Source: an optimization exercise on an open RTL-to-GDS flow (aim: small area). Production flows keep margins and buffers that such runs may drop. Function was checked by simulation only, so behaviour that the tests miss may differ from the original. No activity file was given, so power comes from the tool's default toggle rates.

==> flow/design.v <==
package rvIsaPkg;
	typedef logic [31:0] wordT;
	typedef logic [31:0] addrT;
	typedef logic [4:0]  regIdxT;
	localparam logic [6:0] OpReg    = 7'b0110011;
	localparam logic [6:0] OpImm    = 7'b0010011;
	localparam logic [6:0] OpLoad   = 7'b0000011;
	localparam logic [6:0] OpStore  = 7'b0100011;
	localparam logic [6:0] OpBranch = 7'b1100011;
	localparam logic [6:0] OpJal    = 7'b1101111;
	localparam logic [2:0] Funct3Beq = 3'b000;
	localparam logic [2:0] Funct3Bne = 3'b001;
	localparam logic [2:0] Funct3Add = 3'b000;
	localparam logic [2:0] Funct3Slt = 3'b010;
	localparam logic [2:0] Funct3Xor = 3'b100;
	localparam logic [2:0] Funct3Or  = 3'b110;
	localparam logic [2:0] Funct3And = 3'b111;
	localparam int Funct7Sub = 5;
	typedef enum logic [2:0] {
		AluAdd,
		AluSub,
		AluAnd,
		AluOr,
		AluXor,
		AluSlt
	} aluOpT;
endpackage
package rvPipePkg;
	localparam logic [31:0]      ResetPc = 32'h0000_0000;
	localparam logic [31:0]      PcStep  = 32'd4;
	localparam logic [4:0] ZeroReg = 5'd0;
	typedef struct packed {
		logic            regWrite;
		logic            memRead;
		logic            memWrite;
		logic            aluImm;
		logic            aluPc;
		logic [2:0] aluOp;
	} ctrlT;
	typedef struct packed {
		ctrlT             ctrl;
		logic [31:0]      pc;
		logic [31:0]   rs1Val;
		logic [31:0]   rs2Val;
		logic [31:0]   imm;
		logic [4:0] rs1;
		logic [4:0] rs2;
		logic [4:0] rd;
	} decExT;
	typedef struct packed {
		logic [31:0]   aluOut;
		logic [31:0]   storeData;
		logic [4:0] rd;
		logic             regWrite;
		logic             memRead;
		logic             memWrite;
	} exMemT;
	typedef struct packed {
		logic             regWrite;
		logic [4:0] rd;
		logic [31:0]   data;
	} wbT;
endpackage
`timescale 1ns/1ps
module coreFetch (
	input  logic           clk,
	input  logic           rstN,
	input  rvIsaPkg::wordT InstrData,
	input  logic           stall,
	input  logic           redirect,
	input  rvIsaPkg::addrT target,
	output rvIsaPkg::addrT pc,
	output rvIsaPkg::addrT fdPc,
	output rvIsaPkg::wordT fdInstr
);
	rvIsaPkg::addrT pcNext;
	assign pcNext = redirect ? target : pc + rvPipePkg::PcStep;
	always_ff @(posedge clk) begin
		if (!rstN) begin
			pc <= rvPipePkg::ResetPc;
		end else if (redirect || !stall) begin
			pc <= pcNext;
		end
	end
	always_ff @(posedge clk) begin
		if (!rstN || redirect) begin
			fdInstr <= '0;
		end else if (!stall) begin
			fdInstr <= InstrData;
		end
	end
	always_ff @(posedge clk) begin
		if (!stall) begin
			fdPc <= pc;
		end
	end
endmodule
`timescale 1ns/1ps
module coreDecode (
	input  logic              clk,
	input  logic              rstN,
	input  rvIsaPkg::addrT    fdPc,
	input  rvIsaPkg::wordT    fdInstr,
	input  rvPipePkg::ctrlT   exCtrl,
	input  rvIsaPkg::regIdxT  exRd,
	input  rvPipePkg::exMemT  memStage,
	input  rvPipePkg::wbT     wb,
	output logic              stall,
	output logic              redirect,
	output rvIsaPkg::addrT    target,
	output rvPipePkg::decExT  decEx
);
	function automatic logic [2:0] aluSel(input logic [2:0] f3, input logic sub);
		logic [2:0] op;
		case (f3)
			rvIsaPkg::Funct3Add: op = sub ? rvIsaPkg::AluSub : rvIsaPkg::AluAdd;
			rvIsaPkg::Funct3Slt: op = rvIsaPkg::AluSlt;
			rvIsaPkg::Funct3Xor: op = rvIsaPkg::AluXor;
			rvIsaPkg::Funct3Or:  op = rvIsaPkg::AluOr;
			rvIsaPkg::Funct3And: op = rvIsaPkg::AluAnd;
			default:   op = rvIsaPkg::AluAdd;
		endcase
		aluSel = op;
	endfunction
	function automatic logic srcHit(input logic we, input logic [4:0] rd, input logic [4:0] s1,
			input logic [4:0] s2, input logic use1, input logic use2);
		srcHit = we && (rd != rvPipePkg::ZeroReg) && ((use1 && rd == s1) || (use2 && rd == s2));
	endfunction
	logic [6:0] opcode;
	logic [6:0] funct7;
	logic [2:0] funct3;
	rvIsaPkg::regIdxT     rs1, rs2, rd;
	rvIsaPkg::wordT       immI, immS, immB, immJ, imm;
	rvIsaPkg::wordT       rs1Val, rs2Val;
	rvIsaPkg::wordT       regs [32];
	rvPipePkg::ctrlT       ctrl;
	logic       isBranch, isJal, useRs1, useRs2, taken, loadUse, branchWait;
	rvPipePkg::decExT      decExNext;
	assign opcode = fdInstr[6:0];
	assign funct3 = fdInstr[14:12];
	assign funct7 = fdInstr[31:25];
	assign rs1    = fdInstr[19:15];
	assign rs2    = fdInstr[24:20];
	assign rd     = fdInstr[11:7];
	assign immI = {{20{fdInstr[31]}}, fdInstr[31:20]};
	assign immS = {{20{fdInstr[31]}}, fdInstr[31:25], fdInstr[11:7]};
	assign immB = {{19{fdInstr[31]}}, fdInstr[31], fdInstr[7], fdInstr[30:25],
		fdInstr[11:8], 1'b0};
	assign immJ = {{11{fdInstr[31]}}, fdInstr[31], fdInstr[19:12], fdInstr[20],
		fdInstr[30:21], 1'b0};
	always_comb begin
		ctrl     = '0;
		isBranch = 1'b0;
		isJal    = 1'b0;
		useRs1   = 1'b0;
		useRs2   = 1'b0;
		imm      = immI;
		case (opcode)
			rvIsaPkg::OpReg: begin
				ctrl.regWrite = 1'b1;
				ctrl.aluOp    = aluSel(funct3, funct7[rvIsaPkg::Funct7Sub]);
				useRs1        = 1'b1;
				useRs2        = 1'b1;
			end
			rvIsaPkg::OpImm: begin
				ctrl.regWrite = 1'b1;
				ctrl.aluImm   = 1'b1;
				ctrl.aluOp    = aluSel(funct3, 1'b0);
				useRs1        = 1'b1;
			end
			rvIsaPkg::OpLoad: begin
				ctrl.regWrite = 1'b1;
				ctrl.memRead  = 1'b1;
				ctrl.aluImm   = 1'b1;
				useRs1        = 1'b1;
			end
			rvIsaPkg::OpStore: begin
				ctrl.memWrite = 1'b1;
				ctrl.aluImm   = 1'b1;
				imm           = immS;
				useRs1        = 1'b1;
				useRs2        = 1'b1;
			end
			rvIsaPkg::OpBranch: begin
				isBranch = 1'b1;
				useRs1   = 1'b1;
				useRs2   = 1'b1;
			end
			rvIsaPkg::OpJal: begin
				ctrl.regWrite = 1'b1;
				ctrl.aluPc    = 1'b1;
				ctrl.aluImm   = 1'b1;
				imm           = rvPipePkg::PcStep;
				isJal         = 1'b1;
			end
			default: ;
		endcase
	end
	always_ff @(posedge clk) begin
		if (wb.regWrite) begin
			regs[wb.rd] <= wb.data;
		end
	end
	assign rs1Val = (rs1 == rvPipePkg::ZeroReg) ? '0 : (wb.regWrite && wb.rd == rs1) ? wb.data : regs[rs1];
	assign rs2Val = (rs2 == rvPipePkg::ZeroReg) ? '0 : (wb.regWrite && wb.rd == rs2) ? wb.data : regs[rs2];
	assign loadUse    = srcHit(exCtrl.memRead, exRd, rs1, rs2, useRs1, useRs2);
	assign branchWait = isBranch && (srcHit(exCtrl.regWrite, exRd, rs1, rs2, 1'b1, 1'b1)
		|| srcHit(memStage.regWrite, memStage.rd, rs1, rs2, 1'b1, 1'b1));
	assign stall      = loadUse || branchWait;
	assign taken    = isJal || (isBranch && ((funct3 == rvIsaPkg::Funct3Beq && rs1Val == rs2Val)
		|| (funct3 == rvIsaPkg::Funct3Bne && rs1Val != rs2Val)));
	assign redirect = taken && !stall;
	assign target   = fdPc + (isJal ? immJ : immB);
	always_comb begin
		decExNext.ctrl   = stall ? '0 : ctrl;
		decExNext.pc     = fdPc;
		decExNext.rs1Val = rs1Val;
		decExNext.rs2Val = rs2Val;
		decExNext.imm    = imm;
		decExNext.rs1    = rs1;
		decExNext.rs2    = rs2;
		decExNext.rd     = rd;
	end
	always_ff @(posedge clk) begin
		if (!rstN) begin
			decEx.ctrl <= '0;
		end else begin
			decEx <= decExNext;
		end
	end
endmodule
`timescale 1ns/1ps
module coreExecute (
	input  logic              clk,
	input  logic              rstN,
	input  rvPipePkg::decExT  decEx,
	input  rvPipePkg::exMemT  memStage,
	input  rvPipePkg::wbT     wb,
	output rvPipePkg::exMemT  exMem,
	output rvPipePkg::ctrlT   exCtrl,
	output rvIsaPkg::regIdxT  exRd
);
	function automatic logic [31:0] fwd(input logic [4:0] src, input logic [31:0] regVal,
			input logic msRegWrite, input logic msMemRead, input logic [4:0] msRd,
			input logic [31:0] msAluOut, input logic wRegWrite, input logic [4:0] wRd,
			input logic [31:0] wData);
		logic [31:0] val;
		val = regVal;
		if (src != rvPipePkg::ZeroReg && msRegWrite && !msMemRead && msRd == src) begin
			val = msAluOut;
		end else if (src != rvPipePkg::ZeroReg && wRegWrite && wRd == src) begin
			val = wData;
		end
		fwd = val;
	endfunction
	rvIsaPkg::wordT  fwdA, fwdB, opA, opB, aluOut;
	rvPipePkg::exMemT exMemNext;
	assign fwdA = fwd(decEx.rs1, decEx.rs1Val, memStage.regWrite, memStage.memRead,
		memStage.rd, memStage.aluOut, wb.regWrite, wb.rd, wb.data);
	assign fwdB = fwd(decEx.rs2, decEx.rs2Val, memStage.regWrite, memStage.memRead,
		memStage.rd, memStage.aluOut, wb.regWrite, wb.rd, wb.data);
	assign opA  = decEx.ctrl.aluPc ? decEx.pc : fwdA;
	assign opB  = decEx.ctrl.aluImm ? decEx.imm : fwdB;
	always_comb begin
		case (decEx.ctrl.aluOp)
			rvIsaPkg::AluSub:  aluOut = opA - opB;
			rvIsaPkg::AluAnd:  aluOut = opA & opB;
			rvIsaPkg::AluOr:   aluOut = opA | opB;
			rvIsaPkg::AluXor:  aluOut = opA ^ opB;
			rvIsaPkg::AluSlt:  aluOut = {31'b0, $signed(opA) < $signed(opB)};
			default: aluOut = opA + opB;
		endcase
	end
	assign exCtrl = decEx.ctrl;
	assign exRd   = decEx.rd;
	always_comb begin
		exMemNext.aluOut    = aluOut;
		exMemNext.storeData = fwdB;
		exMemNext.rd        = decEx.rd;
		exMemNext.regWrite  = decEx.ctrl.regWrite;
		exMemNext.memRead   = decEx.ctrl.memRead;
		exMemNext.memWrite  = decEx.ctrl.memWrite;
	end
	always_ff @(posedge clk) begin
		if (!rstN) begin
			exMem.regWrite <= 1'b0;
			exMem.memRead  <= 1'b0;
			exMem.memWrite <= 1'b0;
		end else begin
			exMem <= exMemNext;
		end
	end
endmodule
`timescale 1ns/1ps
module coreResult (
	input  logic             clk,
	input  logic             rstN,
	input  rvPipePkg::exMemT exMem,
	input  rvIsaPkg::wordT   MemData,
	output rvPipePkg::wbT    wb
);
	logic   wbRegWrite;
	logic   wbMemRead;
	rvIsaPkg::regIdxT wbRd;
	rvIsaPkg::wordT   wbAlu;
	rvIsaPkg::wordT   wbLoad;
	always_ff @(posedge clk) begin
		if (!rstN) begin
			wbRegWrite <= 1'b0;
		end else begin
			wbRegWrite <= exMem.regWrite && (exMem.rd != rvPipePkg::ZeroReg);
		end
	end
	always_ff @(posedge clk) begin
		wbMemRead <= exMem.memRead;
		wbRd      <= exMem.rd;
		wbAlu     <= exMem.aluOut;
		wbLoad    <= MemData;
	end
	assign wb.regWrite = wbRegWrite;
	assign wb.rd       = wbRd;
	assign wb.data     = wbMemRead ? wbLoad : wbAlu;
endmodule
`timescale 1ns/1ps
module rvCore (
	input  logic           clk,
	input  logic           rstN,
	input  rvIsaPkg::wordT InstrData,
	input  rvIsaPkg::wordT MemData,
	output rvIsaPkg::addrT PC,
	output rvIsaPkg::addrT RWAddress,
	output rvIsaPkg::wordT WriteData,
	output logic           MemRead,
	output logic           MemWrite
);
	logic              stall;
	logic              redirect;
	rvIsaPkg::addrT    target;
	rvIsaPkg::addrT    fdPc;
	rvIsaPkg::wordT    fdInstr;
	rvPipePkg::decExT  decEx;
	rvPipePkg::ctrlT   exCtrl;
	rvIsaPkg::regIdxT  exRd;
	rvPipePkg::exMemT  exMem;
	rvPipePkg::wbT     wb;
	coreFetch coreFetch_inst (
		.clk(clk), .rstN(rstN), .InstrData(InstrData), .stall(stall),
		.redirect(redirect), .target(target), .pc(PC), .fdPc(fdPc), .fdInstr(fdInstr)
	);
	coreDecode coreDecode_inst (
		.clk(clk), .rstN(rstN), .fdPc(fdPc), .fdInstr(fdInstr), .exCtrl(exCtrl),
		.exRd(exRd), .memStage(exMem), .wb(wb), .stall(stall), .redirect(redirect),
		.target(target), .decEx(decEx)
	);
	coreExecute coreExecute_inst (
		.clk(clk), .rstN(rstN), .decEx(decEx), .memStage(exMem), .wb(wb),
		.exMem(exMem), .exCtrl(exCtrl), .exRd(exRd)
	);
	coreResult coreResult_inst (
		.clk(clk), .rstN(rstN), .exMem(exMem), .MemData(MemData), .wb(wb)
	);
	assign RWAddress = exMem.aluOut;
	assign WriteData = exMem.storeData;
	assign MemRead   = exMem.memRead;
	assign MemWrite  = exMem.memWrite;
endmodule
==> flow/run.sh <==
#!/bin/bash
# synth_recipe.tcl (not shown) runs the flow's synth.tcl, then flattens the netlist and writes it again
# the make line also repeats each setting of config.mk as NAME=value (left out here)
make -C /OpenROAD-flow-scripts/flow DESIGN_CONFIG=/design/flow/config.mk WORK_HOME=/design/flow/orfs CLKGATE_MAP_FILE= SYNTH_SCRIPT=/design/flow/synth_recipe.tcl finish
==> flow/config.mk <==
export PLATFORM = sky130hd
export DESIGN_NAME = rvCore
export DESIGN_NICKNAME = rvCore
export VERILOG_FILES = /design/flow/design.v
export SDC_FILE = /design/flow/constraint.sdc
export NUM_CORES = 4
export LEC_CHECK = 0
export CAP_MARGIN = 20
export CORE_MARGIN = 2
export CORE_UTILIZATION = 40
export PLACE_DENSITY = 0.6
export SLEW_MARGIN = 20
==> flow/constraint.sdc <==
create_clock -name core_clock -period 7.0 [get_ports {clk}]
set_input_delay 1.4000 -clock core_clock [delete_from_list [all_inputs] [get_ports {clk}]]
set_output_delay 1.4000 -clock core_clock [all_outputs]
set_load 0.01 [all_outputs]
==> impl_metrics.env <==
export IMPL_syn_area_mm2=0.0706
export IMPL_ys_ff_latch=1404
export IMPL_synthFlopType="edfxtp_1"
export IMPL_power_density_mw_per_mm2=256
export IMPL_fmax_ghz=0.157
export IMPL_synth_edf_count=1248
export IMPL_netlist_top_cells_count="1,248 x edfxtp_1, 447 x mux4_2, 350 x nand2_1"
export IMPL_leakage_nw=26.5
export IMPL_syn_mean_instance_area_um2=14.2
export IMPL_synthToLayoutAreaGrowth_pct=13.1
export IMPL_crit_type="flop to flop"
export IMPL_max_stage_delay_ns=0.62
export IMPL_die_area_mm2=0.180
export IMPL_clock_root_buffer="clkbuf_16"
export IMPL_syn_num_nets=5173
export IMPL_fp_dieH_um=424
export IMPL_io_pins=164
export IMPL_tightestPinTransition_ns=1.26
export IMPL_grtUsageTotal_pct=26.1
export IMPL_cts_buffer_depth=3
export IMPL_required_ns=7.58
export IMPL_rows=154
export IMPL_first_iter_violations=6183
export IMPL_htree_levels=4
export IMPL_vdd_drop_max_mv=0.290
export IMPL_cts_sinks=1404
export IMPL_overflow=0
export IMPL_start_kind="flop"
export IMPL_fin_nets=5271
export IMPL_synth_most_common_cell="edfxtp_1"
export IMPL_clock_skew_ns=0.0351
export IMPL_route_detailed_drc=0
export IMPL_ctsHoldBuffers=0
export IMPL_gp_congestion=0.934
export IMPL_critPathArrivalTime_ns=6.93
export IMPL_dpl_cell_area_mm2=0.0750
export IMPL_cts_setup_buffers=0
export IMPL_portBuffers=163
export IMPL_clk_pin_slew_ns=0.06
export IMPL_relSlewSlack_pct=13.3
export IMPL_synth_seq_area_share_pct=57.5
export IMPL_ant_nets=0
export IMPL_period_share_pct=90.7
export IMPL_synth_top_cell_by_area="edfxtp_1"
export IMPL_cts_tree="built"
export IMPL_cts_resized=0
export IMPL_start_util_pct=40.2
export IMPL_crit_buf_inv=1
export IMPL_drive_above_1_share_pct=19.0
export IMPL_antenna_found_initial=8
export IMPL_crit_fanout=53
export IMPL_clkLatencyLatePin_ns=0.83
export IMPL_first_pass_iters=5
export IMPL_endpoint_kind="flop"
export IMPL_numCtsBuffers=151
export IMPL_run_status="finished clean"
export IMPL_yosys_warnings=4
export IMPL_post_drt_wl_per_cell_um=31.7
export IMPL_grt_pass1_vias=45800
export IMPL_hpwl_mm=152
export IMPL_timing_setup_tns_ns=0
export IMPL_setup_viol=0
export IMPL_syn_inst=4977
export IMPL_worstPathCellList="xnor2_1 > nand4_1 > nor4_2 > buf_4 > o21ai_0 > o21ai_0 > mux2i_1 > ha_1 > or4_1 > or3_1 > a211oi_1 > nor3_1 > o31ai_1 > a21oi_1 > nor2_1 > o41a_1 > a221oi_1 > xnor2_1 > a2111oi_0"
export IMPL_fin_crit_ns=6.35
export IMPL_yosys_cell_types_count=81
export IMPL_rsz0062_at_grt="false"
export IMPL_hold_class="flop to flop"
export IMPL_synth_area_leaders="edfxtp_1 53%, mux4_2 14%, dfxtp_1 4.4%"
export IMPL_ys_async_sr_fraction_pct=0
export IMPL_vias_per_cell=6.30
export IMPL_grt_max_degree=98
export IMPL_via_count=47500
export IMPL_cap_violations=0
export IMPL_core_mm2=0.176
export IMPL_slew_violations=0
export IMPL_final_cell_area_mm2=0.0799
export IMPL_synth_top_area_share_pct=53.1
export IMPL_drt_wl_total_mm=239
export IMPL_hold_violations=0
export IMPL_cp_top_family="compound AO/OA/AOI/OAI gates"
export IMPL_grt_first_pass_wirelength_mm=338
export IMPL_fp_dieW_um=424
export IMPL_crit_slowest_cell="nor4_2"
[placed cells by master, fill, tap and decap left out, types with 29 or more instances in the layout]
master           instances
a221oi_1                73
a22oi_1                 95
clkinv_1                30
mux2_2                  39
dfxtp_1                145
nand4_1                 47
nor3_1                  58
nor2_1                 161
clkbuf_1                31
buf_4                  178
clkdlybuf4s50_1        162
ha_1                   127
a211oi_1                50
mux2i_1                274
o22ai_1                 80
o21ai_0                246
xor2_1                  42
nor2_4                  34
nand2b_1                34
inv_1                  157
xnor2_1                 66
edfxtp_1              1248
a21o_1                  44
nand2_1                350
o22a_1                  29
and2_1                  35
mux4_2                 447
nor2b_1                 40
a21oi_1                234
clkbuf_16              151
nand3_1                 69
[where the power goes]
part	switching (W)	internal [W]	leakage, nW
Combinational	0.00169	0.000934	11.3
Sequential	0.000215	0.00959	12.8
Clock	0.00347	0.00452	2.35
[area by class of cell]
| class | instances | area (µm²) |
|---|---|---|
| timing repair buffer | 360 | 3330 |
| clock inverter | 83 | 843 |
| clock buffer | 190 | 4010 |
| multi-input combinational | 2995 | 27500 |
| fill | 15400 | 95800 |
| inverter | 163 | 613 |
| tap | 2340 | 2930 |
| antenna | 2 | 5.00 |
| sequential | 1404 | 40600 |
[sequential cells by signal, indices dropped and copies added (netlist names), named ones only]
| register | flops |
|---|---|
| coreFetch_inst.fdPc | 32 |
| coreResult_inst.wbLoad | 32 |
| coreResult_inst.wbMemRead | 1 |
| coreFetch_inst.pc | 32 |
| coreResult_inst.wbRd | 5 |
| coreResult_inst.wbRegWrite | 1 |
| coreResult_inst.wbAlu | 32 |
| coreFetch_inst.fdInstr | 32 |
| coreDecode_inst.decEx | 131 |
| coreExecute_inst.exMem | 72 |
| coreDecode_inst.regs | 1024 |
[worst paths after layout]
path | end | start | slack [ns] | depth (start not counted)
hold reg to reg | coreResult_inst.wbMemRead | coreExecute_inst.exMem[1] | 0.41 | 0
setup / recovery | coreExecute_inst.exMem[71] | coreResult_inst.wbRd[4] | 0.65 | 19
setup reg to reg | coreExecute_inst.exMem[71] | coreResult_inst.wbRd[4] | 0.65 | 19
hold / removal | coreResult_inst.wbMemRead | coreExecute_inst.exMem[1] | 0.41 | 0
[per-stage QoR]
step / hold slack [ns] / instances / total power (W) / setup slack [ns] / utilization, %
after CTS: 0.415 / 7534 / 0.0205 / 0.765 / 45.4
after global routing: 0.425 / 7535 / 0.0210 / 0.0927 / 45.5
after detailed placement: 0.404 / 7261 / 0.0125 / 0.801 / 42.7
after global placement: 0.410 / 7260 / 0.0125 / 0.879 / 42.7
after floorplan: 0.346 / 4977 / 0.0115 / 1.07 / -
final: 0.411 / 7537 / 0.0204 / 0.649 / 45.5
[kinds of logic (layout without fill, tap and decap cells)]
logic type | after synthesis | count (layout) | synth area share [%]
muxes | 761 | 761 | 18.8
and+or+nand+nor | 940 | 940 | 6.30
AOI/OAI and AO/OA | 1056 | 1056 | 9.77
DFF | 1404 | 1404 | 57.5
adders and majority gates | 130 | 130 | 2.33
xor gates and xnor gates | 108 | 108 | 1.34
buffers and inverters | 578 | 796 | 4.00
other | 0 | 2 | 0
[routing by layer]
| metal | wire length (µm) | vias to the layer above | track usage (%) |
|---|---|---|---|
| li1 | - | 19900 | - |
| met1 | 92300 | 24500 | 34.3 |
| met2 | 114000 | 2583 | 42.5 |
| met3 | 22500 | 494 | 5.44 |
| met4 | 9920 | 8 | 10.4 |
| met5 | 59 | - | 0 |

==> separate check: timing with driven ports <==
No port has a modelled driver above. Below, the same layout with a new extraction and two added sets of constraints.
Step 1 (the two cells are an assumption about what drives the block):
set clk [get_ports {clk}]
set_driving_cell -lib_cell sky130_fd_sc_hd__clkbuf_16 $clk
set_driving_cell -lib_cell sky130_fd_sc_hd__buf_2 [delete_from_list [all_inputs] $clk]
Step 2 adds t to the input delays and takes it off the output delays; t is the mean of the earliest and latest rising clock arrival at the registers after step 1. Input paths then give back, and output paths get back, about the clock's delay inside the block.
a / b / c = ideal / step 1 / step 2; a / b = the first two.
t (ns): 0.899
setup WS [ns]: 0.649 / 0.649 / 0.649
worst hold slack (ns): 0.411 / 0.411 / 0.411
worst setup path after step 2: register to register
After both steps setup and hold are still met in this run. The setup slack of this run moves by 0.000 ns with the drivers and by 0.000 ns with both steps.
